Source: an optimization exercise on an open RTL-to-GDS flow (aim: small area and few clock cycles). Production flows keep margins and buffers that such runs may drop.
Only simulation tests tie the RTL to the original design; equivalence was not proved.
Power figures rest on the tool's default switching activity, not on a simulated workload.

==> flow/design.v (excerpt) <==
module md5_msg_sched #(
    parameter logic [31:0] IV_A = 32'h67452301,
    parameter logic [31:0] IV_B = 32'hEFCDAB89,
    parameter logic [31:0] IV_C = 32'h98BADCFE,
    parameter logic [31:0] IV_D = 32'h10325476
) (
    input  logic            clk,
    input  logic            reset,
    input  logic            in_valid,
    input  logic [7:0]      in_data,
    input  logic            in_last,
    output logic            in_ready,
    output logic            core_start,
    output logic [511:0]    core_block,
    output logic [31:0]     core_a,
    output logic [31:0]     core_b,
    output logic [31:0]     core_c,
    output logic [31:0]     core_d,
    input  logic            core_done,
    input  logic [31:0]     core_ra,
    input  logic [31:0]     core_rb,
    input  logic [31:0]     core_rc,
    input  logic [31:0]     core_rd,
    output logic [127:0]    digest,
    output logic            digest_valid,
    output logic [7:0]      hex_data,
    output logic            hex_wren
);
Settings: LEC_CHECK=0, CAP_MARGIN=0, CORE_MARGIN=2, CORE_UTILIZATION=40, GPL_ROUTABILITY_DRIVEN=0, GPL_TIMING_DRIVEN=0, SLEW_MARGIN=0; clock period 6.0 ns.
standard.sh (not shown) runs the stock make flow with config.mk's settings and CLKGATE_MAP_FILE= SYNTH_SCRIPT=/design/flow/synth_recipe.tcl, a recipe that flattens the netlist after the stock synthesis.
==> flow/flow/run.sh <==
#!/bin/bash
# Standard ORFS layout, with two changes to how it is made:
#  - the port buffers that global placement inserts are the smallest buffer (buf_1) instead of
#    the default pick; every input and output port still gets one;
#  - clock tree: clkbuf_8 buffers, larger sink clusters, no dummy loads.
set -euo pipefail
export BUFFER_PORTS_ARGS="-buffer_cell sky130_fd_sc_hd__buf_1"
export CTS_ARGS="-sink_clustering_enable -repair_clock_nets -buf_list sky130_fd_sc_hd__clkbuf_8 -sink_clustering_size 16 -sink_clustering_max_diameter 55 -dont_use_dummy_load"
bash standard.sh > standard_make.log 2>&1
The starting point ran to the end with no violations.
Testbench counts at the start, summed over its fixed seeds: cycles 18,326.
Rerun with:
- GPL_ROUTABILITY_DRIVEN: 0 -> unset
- GPL_TIMING_DRIVEN: 0 -> unset
After rerunning:
- The changed run completed with no timing, DRC or antenna violations
- worst setup slack improves by 0.53 ns
- maximum frequency came out higher by roughly a tenth
- area after synthesis does not change
- via count drops by roughly a tenth
- clock power stays flat
- synthesized cell count stays the same
- cell count went down by about a fifth
- register-to-register slack is better by 1.1 ns
- hold slack stays flat


== harbor ==
Another version of the RTL of md5_msg_sched (not shown whole).
Size in the first run: about 3100 cells after synthesis, about 720 flip-flops, roughly 920 I/O pins.
==> flow/design.v (excerpt) <==
module md5_msg_sched #(
    parameter logic [31:0] IV_A = 32'h67452301,
    parameter logic [31:0] IV_B = 32'hEFCDAB89,
    parameter logic [31:0] IV_C = 32'h98BADCFE,
    parameter logic [31:0] IV_D = 32'h10325476
) (
    input  logic            clk,
    input  logic            reset,
    input  logic            in_valid,
    input  logic [7:0]      in_data,
    input  logic            in_last,
    output logic            in_ready,
    output logic            core_start,
    output logic [511:0]    core_block,
    output logic [31:0]     core_a,
    output logic [31:0]     core_b,
    output logic [31:0]     core_c,
    output logic [31:0]     core_d,
    input  logic            core_done,
    input  logic [31:0]     core_ra,
    input  logic [31:0]     core_rb,
    input  logic [31:0]     core_rc,
    input  logic [31:0]     core_rd,
    output logic [127:0]    digest,
    output logic            digest_valid,
    output logic [7:0]      hex_data,
    output logic            hex_wren
);
make LEC_CHECK=0 CAP_MARGIN=20 CORE_MARGIN=2 CORE_UTILIZATION=40 SLEW_MARGIN=20 finish   # period 6.0 ns
run.sh (not shown) runs the stock make flow with config.mk's settings and CLKGATE_MAP_FILE= SYNTH_SCRIPT=/design/flow/synth_recipe.tcl, a recipe that flattens the netlist after the stock synthesis.
Stock flow here: none of the scripts above is used.
harbor finished every stage and its layout cleared the timing, DRC and antenna checks.
Testbench counts of harbor, summed over its fixed seeds: cycles 18,337.
The following lists how willow was set up differently from harbor:
==> flow/flow/run.sh (new file) <==
#!/bin/bash
# Standard ORFS layout, but the port buffers that global placement inserts are the smallest
# buffer (buf_1) instead of the default pick; every input and output port still gets one.
set -euo pipefail
export BUFFER_PORTS_ARGS="-buffer_cell sky130_fd_sc_hd__buf_1"
bash standard.sh > standard_make.log 2>&1
==> flow/standard.sh (new file) <==
#!/bin/bash
# synth_recipe.tcl (not shown) runs the flow's synth.tcl, then flattens the netlist and writes it again
# the make line also repeats each setting of config.mk as NAME=value (left out here)
make -C /OpenROAD-flow-scripts/flow DESIGN_CONFIG=/design/flow/config.mk WORK_HOME=/design/flow/orfs CLKGATE_MAP_FILE= SYNTH_SCRIPT=/design/flow/synth_recipe.tcl "${@:-finish}"
removed: flow/run.sh
### Flow results
Taking harbor as the reference, in willow final wirelength lost 6700 microns; clock network power share saw an increase; global-route track usage on met2 fell by 3.6 points; die span in x held; setup slack moved up.
willow finished every stage and its layout cleared the timing, DRC and antenna checks.
buf_1 as the most common cell after layout, fill and taps aside was reported by willow, and clkdlybuf4s50_1 by harbor.
In the metrics for harbor and willow, the one carrying the lower met2 routed wirelength is willow.


run 1:
Another version of the RTL of md5_msg_sched (not shown whole).
For scale: ~2500 cells after synthesis, ~730 flip-flops, ~920 I/O pins, ~34000 µm² of cells after synthesis.
Settings: LEC_CHECK=0, CAP_MARGIN=0, CORE_MARGIN=2, CORE_UTILIZATION=40, SLEW_MARGIN=0; clock period 6.0 ns.
standard.sh (not shown) runs the stock make flow with config.mk's settings and CLKGATE_MAP_FILE= SYNTH_SCRIPT=/design/flow/synth_recipe.tcl, a recipe that flattens the netlist after the stock synthesis.
==> flow/flow/run.sh <==
#!/bin/bash
# Standard ORFS layout, with two changes to how it is made:
#  - the port buffers that global placement inserts are the smallest buffer (buf_1) instead of
#    the default pick; every input and output port still gets one;
#  - clock tree: clkbuf_8 buffers, larger sink clusters, no dummy loads.
set -euo pipefail
export BUFFER_PORTS_ARGS="-buffer_cell sky130_fd_sc_hd__buf_1"
export CTS_ARGS="-sink_clustering_enable -repair_clock_nets -buf_list sky130_fd_sc_hd__clkbuf_8 -sink_clustering_size 18 -sink_clustering_max_diameter 60 -dont_use_dummy_load"
bash standard.sh > standard_make.log 2>&1
Testbench counts of run 1, summed over its fixed seeds: cycles 18,372.
> inputs changed (run 1 -> run 2)
--- a/flow/flow/run.sh
+++ b/flow/flow/run.sh
@@ -8 +8 @@
-export CTS_ARGS="-sink_clustering_enable -repair_clock_nets -buf_list sky130_fd_sc_hd__clkbuf_8 -sink_clustering_size 18 -sink_clustering_max_diameter 60 -dont_use_dummy_load"
+export CTS_ARGS="-sink_clustering_enable -repair_clock_nets -buf_list sky130_fd_sc_hd__clkbuf_8 -sink_clustering_buffer sky130_fd_sc_hd__clkbuf_4 -sink_clustering_size 10 -sink_clustering_max_diameter 35 -dont_use_dummy_load"
==> run notes <==
Min final cycle utilization of the critical path across run 1 and run 2: run 1. Run 1 has a lower number of clock buffers in the layout than run 2. Run 1 -> run 2: global-route wire length before repair flat. Final cell count: run 2 > run 1. In the tables for run 1 and run 2, diode insertion count for antenna repair reads higher with run 2. Run 2 vs. run 1: deepest level of the CTS H-tree went up by 1. Setup slack | run 2 below run 1.
Setup changes, run 2 to run 3
--- a/flow/flow/run.sh
+++ b/flow/flow/run.sh
@@ -8 +8 @@
-export CTS_ARGS="-sink_clustering_enable -repair_clock_nets -buf_list sky130_fd_sc_hd__clkbuf_8 -sink_clustering_buffer sky130_fd_sc_hd__clkbuf_4 -sink_clustering_size 10 -sink_clustering_max_diameter 35 -dont_use_dummy_load"
+export CTS_ARGS="-sink_clustering_enable -repair_clock_nets -buf_list sky130_fd_sc_hd__clkbuf_8 -sink_clustering_size 16 -sink_clustering_max_diameter 55 -dont_use_dummy_load"
[summary]
- Run 3: all stages complete, timing, DRC and antenna checks passed
- Looking at run 3 and run 2, the routing usage on met1 is a wash.
- Post-route clock period utilization down 1.0 points in run 3 wrt run 2
- Run 3 vs. run 2: fmax shows an increase of about 1.1%, number of clock buffer instances in the layout shrank by 35%, final hold slack now smaller.
- Share of power burned in registers ends up lower on run 3.
- Against run 2 as the reference, run 3 delivers a lower cell count.

==> static timing again, ports no longer ideal <==
Ports are ideal in the flow. The routed layouts listed here were re-timed in OpenROAD. Step 1 sets driving cells, clkbuf_16 on the clock port and buf_2 on the other inputs (assumed; they add their load-dependent delay and slew). Step 2 adds t to the input delays and takes it off the output delays; t is the mean of the earliest and latest rising clock arrival at the registers after step 1. Input paths then give back, and output paths get back, about the clock's delay inside the block. Three values: ideal, step 1, step 2; two values: the first two.
| run | t (ns) | setup WS [ns] | worst setup path at the end | latest minus earliest clock arrival (ns) |
|---|---|---|---|---|
| the first run of note 1 | 0.693 | 0.191 / 0.119 / 0.337 | register to register | 0.135 / 0.135 |
| the second run of note 1 | 0.687 | 0.725 / 0.656 / 1.343 | register to output | 0.131 / 0.132 |
| harbor | 0.688 | 0.443 / 0.371 / 1.059 | register to output | 0.044 / 0.044 |
| willow | 0.693 | 0.620 / 0.549 / 1.242 | register to output | 0.028 / 0.027 |
| run 1 | 0.706 | 0.513 / 0.462 / 0.470 | input to register | 0.107 / 0.108 |
| run 2 | 0.723 | 0.467 / 0.419 / 0.486 | input to register | 0.142 / 0.143 |
| run 3 | 0.679 | 0.529 / 0.482 / 0.492 | input to register | 0.153 / 0.153 |
After both steps setup and hold are still met in every run listed. The setup slack of run 1, which loses most, moves by -0.051 ns with the drivers and by -0.043 ns with both steps.
